Context: an optimization exercise on an open-source flow, tuned for small area, a short achievable clock period and few clock cycles per item. The choices shown serve that exercise and are no tape-out recipe. RTL that was checked went through simulation tests only; none was proved equivalent to the original. No activity file was given, so power comes from the tool's default toggle rates.

## noise_estimation_top
module noise_estimation_top (
	input  logic        clk,
	input  logic        rst_n,
	input  logic        start_of_frame,
	input  logic [2:0]  blocks_log2,
	input  logic        sample_valid,
	input  logic [7:0]  sample_data,
	output logic        sample_ready,
	output logic        block_stat_valid,
	output logic [27:0] block_stat,    
	output logic        noise_valid,
	output logic [20:0] noise_result   
);
export LEC_CHECK = 0
export CAP_MARGIN = 20
export CORE_MARGIN = 2
export CORE_UTILIZATION = 60
export CTS_BUF_LIST = sky130_fd_sc_hd__clkbuf_4 sky130_fd_sc_hd__clkbuf_8
export SLEW_MARGIN = 20
create_clock -name core_clock -period 8.0 [get_ports {clk}]
standard.sh (not shown) runs the stock make flow with config.mk's settings and CLKGATE_MAP_FILE= SYNTH_SCRIPT=/design/flow/synth_recipe.tcl, a recipe that flattens the netlist after the stock synthesis.
==> flow/flow/run.sh <==
#!/bin/bash
# The standard layout (standard.sh: the ORFS flow and synthesis, unchanged) with three
# settings the flow's own config cannot express:
#  - ports buffered with a plain buffer instead of the slow delay cell buffer_ports picks;
#  - clock tree built without dummy loads, from a strong root buffer;
set -euo pipefail
export BUFFER_PORTS_ARGS="-buffer_cell sky130_fd_sc_hd__buf_1"
export CTS_ARGS="-sink_clustering_enable -repair_clock_nets -dont_use_dummy_load -root_buf sky130_fd_sc_hd__clkbuf_16 -buf_list {sky130_fd_sc_hd__clkbuf_8}"
export SETUP_SLACK_MARGIN=5.3
bash standard.sh > standard.log 2>&1
Testbench counts at the start, summed over its fixed seeds: cycles 38,461, samples 36,864.
Edit:
--- a/flow/design.v
+++ b/flow/design.v
@@ -408,16 +408,15 @@
 			else if (nend)         nact <= 1'b0;
 			if (start_of_frame)    idx  <= '0;
 			else if (nact && nend && !last)
 			                       idx  <= idx + 1'b1;  
 		end
 	end
 	always_ff @(posedge clk) begin
-		if (start_of_frame)
-			bc <= 5'd1 << blocks_log2;
+		bc <= 5'd1 << blocks_log2;
 		if (blk_last)
 			ncy <= 1'b0;
 		else if (nstart || nact) begin
 			ncy  <= nadd[1];
 			nsum <= {nadd[0], nsum[17:1]};
 		end
 	end
=> Flip-flop and latch count stays the same; design area goes down by 0.82%; maximum frequency rose by 0.32%; non-clock buffer count shrinks by 2; power is about the same; global-route usage falls by 0.56 points; die area falls by 0.87%; setup slack is better by 0.0082 ns; via count goes down by 0.41%; critical path depth is unchanged; wire length shrinks by 2.3%; cell count goes down by 3.1%; register-to-register slack degrades by 0.05 ns; first-iteration DRC count rose by 15%.
Testbench counts after the change, summed over its fixed seeds: cycles 38,461, samples 36,864.

noise_estimation_top, a different RTL version from the one above (not shown whole).
Size: roughly 180 flip-flops, about 7900 um2 of cells after synthesis.
// noise_estimation_top
module noise_estimation_top (
	input  logic        clk,
	input  logic        rst_n,
	input  logic        start_of_frame,
	input  logic [2:0]  blocks_log2,
	input  logic        sample_valid,
	input  logic [7:0]  sample_data,
	output logic        sample_ready,
	output logic        block_stat_valid,
	output logic [27:0] block_stat,    
	output logic        noise_valid,
	output logic [20:0] noise_result   
);
export LEC_CHECK = 0
export CAP_MARGIN = 20
export CORE_MARGIN = 2
export CORE_UTILIZATION = 60
export CTS_BUF_LIST = sky130_fd_sc_hd__clkbuf_4 sky130_fd_sc_hd__clkbuf_8
export SLEW_MARGIN = 20
create_clock -name core_clock -period 8.0 [get_ports {clk}]
Scripts as last shown in full above: flow/flow/run.sh
Testbench counts at the start, summed over its fixed seeds: cycles 38,461, samples 36,864.
Edit:
--- a/flow/design.v
+++ b/flow/design.v
@@ -39,46 +39,42 @@
 	input  logic [2:0]  blocks_log2,
 	input  logic        sample_valid,
 	input  logic [7:0]  sample_data,
 	output logic        sample_ready,
 	output logic        block_stat_valid,
 	output logic [27:0] block_stat,    
 	output logic        noise_valid,
 	output logic [20:0] noise_result   
 );
 	assign sample_ready = 1'b1;
-	logic       v0;       
 	logic [7:0] x0;       
-	always_ff @(posedge clk or negedge rst_n) begin
-		if (!rst_n) v0 <= 1'b0;
-		else        v0 <= sample_valid;
-	end
 	always_ff @(posedge clk)
 		x0 <= sample_valid ? sample_data : 8'd0;
 	logic [5:0]  cnt;       
 	logic        sof_q;     
 	logic        blk_last;  
 	logic        clr;
 	logic [13:0] s_acc;     
 	logic [13:0] s_next;
 	logic [19:0] qs, qc;    
 	logic [19:0] qs_g, qc_g;
 	logic [19:0] qs_n, qc_n;
-	assign blk_last = v0 && (&cnt);
 	assign clr      = blk_last || sof_q;
 	always_ff @(posedge clk or negedge rst_n) begin
 		if (!rst_n) begin
-			cnt   <= '0;
-			sof_q <= 1'b0;
+			cnt      <= '0;
+			sof_q    <= 1'b0;
+			blk_last <= 1'b0;
 		end else begin
-			sof_q <= start_of_frame;
-			if (v0) cnt <= cnt + 1'b1;
+			sof_q    <= start_of_frame;
+			blk_last <= sample_valid && (&cnt);
+			if (sample_valid) cnt <= cnt + 1'b1;
 		end
 	end
 	assign qs_g   = qs;
 	assign qc_g   = qc;
 	assign s_next = s_acc + {6'd0, x0};
 	logic cs0;
 	logic cs1;
 	logic cs2;
 	logic cs3;
 	logic cs4;
What happened:
- The new run finished with timing, DRC and antenna clean
- global-route usage drops by 0.17 points
- final area climbs by 1.3%
- wire length drops by 1.7%
- worst setup slack barely changes
- power climbs by 0.62%
- synthesized area climbs by 1.3%
- synthesized cell count climbs by 3.0%
- non-clock buffer count stays the same
- utilization drops by 1.2 points
- hold slack is worse by 0.010 ns
- first-iteration DRC count climbs by 26%
- sequential share of layout area drops by 0.62 points
For the second run of this note, only the layout was checked, not whether the RTL still works.

Setup of oak:
Another version of the RTL of noise_estimation_top (not shown whole).
Size in the first run: ~630 cells after synthesis, about 180 flip-flops.
Settings: LEC_CHECK=0, CAP_MARGIN=20, CORE_MARGIN=2, CORE_UTILIZATION=60, CTS_BUF_LIST=sky130_fd_sc_hd__clkbuf_4 sky130_fd_sc_hd__clkbuf_8, SLEW_MARGIN=20; clock period 8.0 ns.
Scripts as last shown in full above: flow/flow/run.sh
Both conditions hold for oak: the flow ran to the end and the final layout passed the timing, design-rule and antenna checks.
### oak -> pine
--- a/flow/design.v
+++ b/flow/design.v
@@ -277,22 +277,24 @@
 	assign {cs37, cs36} = {1'b0, cs3} + {1'b0, cs4} + {1'b0, cs6};
 	assign {cs39, cs38} = {1'b0, cs5} + {1'b0, cs7} + {1'b0, cs8};
 	assign {cs41, cs40} = {1'b0, cs9} + {1'b0, cs11} + {1'b0, cs12};
 	assign {cs43, cs42} = {1'b0, cs13} + {1'b0, cs15} + {1'b0, cs16};
 	assign {cs45, cs44} = {1'b0, cs17} + {1'b0, cs19} + {1'b0, cs20};
 	assign {cs47, cs46} = {1'b0, cs21} + {1'b0, cs23} + {1'b0, cs24};
 	assign {cs49, cs48} = {1'b0, cs25} + {1'b0, cs26} + {1'b0, (x0[5] & x0[7])};
 	assign {cs51, cs50} = {1'b0, cs27} + {1'b0, qs_g[14]} + {1'b0, qc_g[14]};
 	assign cs52 = qs_g[15] ^ qc_g[15];
 	assign cs53 = qs_g[15] & qc_g[15];
-	assign {cs55, cs54} = {1'b0, qs_g[0]} + {1'b0, qc_g[0]} + {1'b0, x0[0]};
-	assign {cs57, cs56} = {1'b0, qs_g[1]} + {1'b0, qc_g[1]} + {1'b0, cs55};
+	assign cs54 = qs_g[0] ^ qc_g[0];
+	assign cs55 = qs_g[0] & qc_g[0];
+	assign cs56 = qs_g[1] ^ qc_g[1];
+	assign cs57 = qs_g[1] & qc_g[1];
 	assign {cs59, cs58} = {1'b0, qs_g[2]} + {1'b0, qc_g[2]} + {1'b0, (x0[1] & ~x0[0])};
 	assign {cs61, cs60} = {1'b0, cs28} + {1'b0, (x0[0] & x0[2])} + {1'b0, (x0[1] & x0[0])};
 	assign {cs63, cs62} = {1'b0, cs29} + {1'b0, cs30} + {1'b0, (x0[2] & ~x0[1])};
 	assign {cs65, cs64} = {1'b0, cs31} + {1'b0, cs32} + {1'b0, (x0[2] & x0[1])};
 	assign {cs67, cs66} = {1'b0, cs33} + {1'b0, cs34} + {1'b0, (x0[3] & ~x0[2])};
 	assign {cs69, cs68} = {1'b0, cs35} + {1'b0, cs36} + {1'b0, (x0[3] & x0[2])};
 	assign {cs71, cs70} = {1'b0, cs37} + {1'b0, cs38} + {1'b0, cs10};
 	assign {cs73, cs72} = {1'b0, cs39} + {1'b0, cs40} + {1'b0, cs14};
 	assign {cs75, cs74} = {1'b0, cs41} + {1'b0, cs42} + {1'b0, cs18};
 	assign {cs77, cs76} = {1'b0, cs43} + {1'b0, cs44} + {1'b0, cs22};
@@ -300,22 +302,22 @@
 	assign {cs81, cs80} = {1'b0, cs47} + {1'b0, cs48} + {1'b0, (x0[6] & x0[5])};
 	assign {cs83, cs82} = {1'b0, cs49} + {1'b0, cs50} + {1'b0, (x0[7] & ~x0[6])};
 	assign {cs85, cs84} = {1'b0, cs51} + {1'b0, cs52} + {1'b0, (x0[7] & x0[6])};
 	assign {cs87, cs86} = {1'b0, cs53} + {1'b0, qs_g[16]} + {1'b0, qc_g[16]};
 	assign cs88 = qs_g[17] ^ qc_g[17];
 	assign cs89 = qs_g[17] & qc_g[17];
 	assign cs90 = qs_g[18] ^ qc_g[18];
 	assign cs91 = qs_g[18] & qc_g[18];
 	assign cs92 = qs_g[19] ^ qc_g[19];
 	assign cs93 = qs_g[19] & qc_g[19];
-	assign qs_n = {cs91, cs89, cs87, cs85, cs83, cs81, cs79, cs77, cs75, cs73, cs71, cs69, cs67, cs65, cs63, cs61, cs59, cs57, cs56, cs54};
-	assign qc_n = {cs92, cs90, cs88, cs86, cs84, cs82, cs80, cs78, cs76, cs74, cs72, cs70, cs68, cs66, cs64, cs62, cs60, cs58, 1'b0, 1'b0};
+	assign qs_n = {cs91, cs89, cs87, cs85, cs83, cs81, cs79, cs77, cs75, cs73, cs71, cs69, cs67, cs65, cs63, cs61, cs59, cs57, cs55, cs54};
+	assign qc_n = {cs92, cs90, cs88, cs86, cs84, cs82, cs80, cs78, cs76, cs74, cs72, cs70, cs68, cs66, cs64, cs62, cs60, cs58, cs56, x0[0]};
 	always_ff @(posedge clk) begin
 		s_acc <= clr ? 14'd0 : s_next;
 		qs    <= clr ? 20'd0 : qs_n;
 		qc    <= clr ? 20'd0 : qc_n;
 	end
 	logic [7:0]  mean_q;
 	logic [5:0]  rem_q;     
 	logic [4:0]  ph;
 	logic        ic;        
 	logic        pin;       
### Flow results
- Per the final summary, pine finished and its layout is clean on timing, DRC and antenna.
- The power share of the sequential group in pine was higher than what oak gave.
- As far as count of mapped cells out of synthesis is concerned, oak and pine perform about the same.
- Between pine and oak, net switching power figure is higher for oak, pine comes in under that.
- Clock skew on pine is ahead of oak.
- Clock-pin transition on the worst setup and hold timing paths: pine lower than oak
- Any difference in global-route usage between oak and pine is small enough to ignore.
Testbench counts of pine, summed over its fixed seeds: cycles 38,461, samples 36,864.
No functional check of the RTL was part of oak.

## static timing again, ports no longer ideal
In the flow no input, the clock included, has a driving cell. The finished layouts below were timed again as built, in two steps.
Step 1 assumes that a clkbuf_16 drives the clock port and a buf_2 every other input.
Step 2 times the ports against the registers' clock, not the clock port: input delays grow and output delays shrink by t, the midpoint of the rising clock arrivals with the driver on.
Slacks: ideal / step 1 / step 2; pairs: ideal / step 1.
run | shift t [ns] | setup slack, ns | latest minus earliest clock arrival (ns) | worst register clock-pin slew, ns
the first run of note 1 | 0.399 | 5.414 / 5.374 / 5.519 | 0.027 / 0.026 | 0.08 / 0.08
the second run of note 1 | 0.397 | 5.423 / 5.382 / 5.474 | 0.014 / 0.013 | 0.08 / 0.08
the first run of note 2 | 0.404 | 5.403 / 5.361 / 5.495 | 0.015 / 0.015 | 0.08 / 0.08
the second run of note 2 | 0.403 | 5.401 / 5.359 / 5.479 | 0.026 / 0.026 | 0.09 / 0.09
oak | 0.406 | 5.404 / 5.362 / 5.533 | 0.037 / 0.037 | 0.10 / 0.10
pine | 0.401 | 5.410 / 5.367 / 5.467 | 0.019 / 0.020 | 0.08 / 0.08
After both steps every run listed still meets setup and hold.
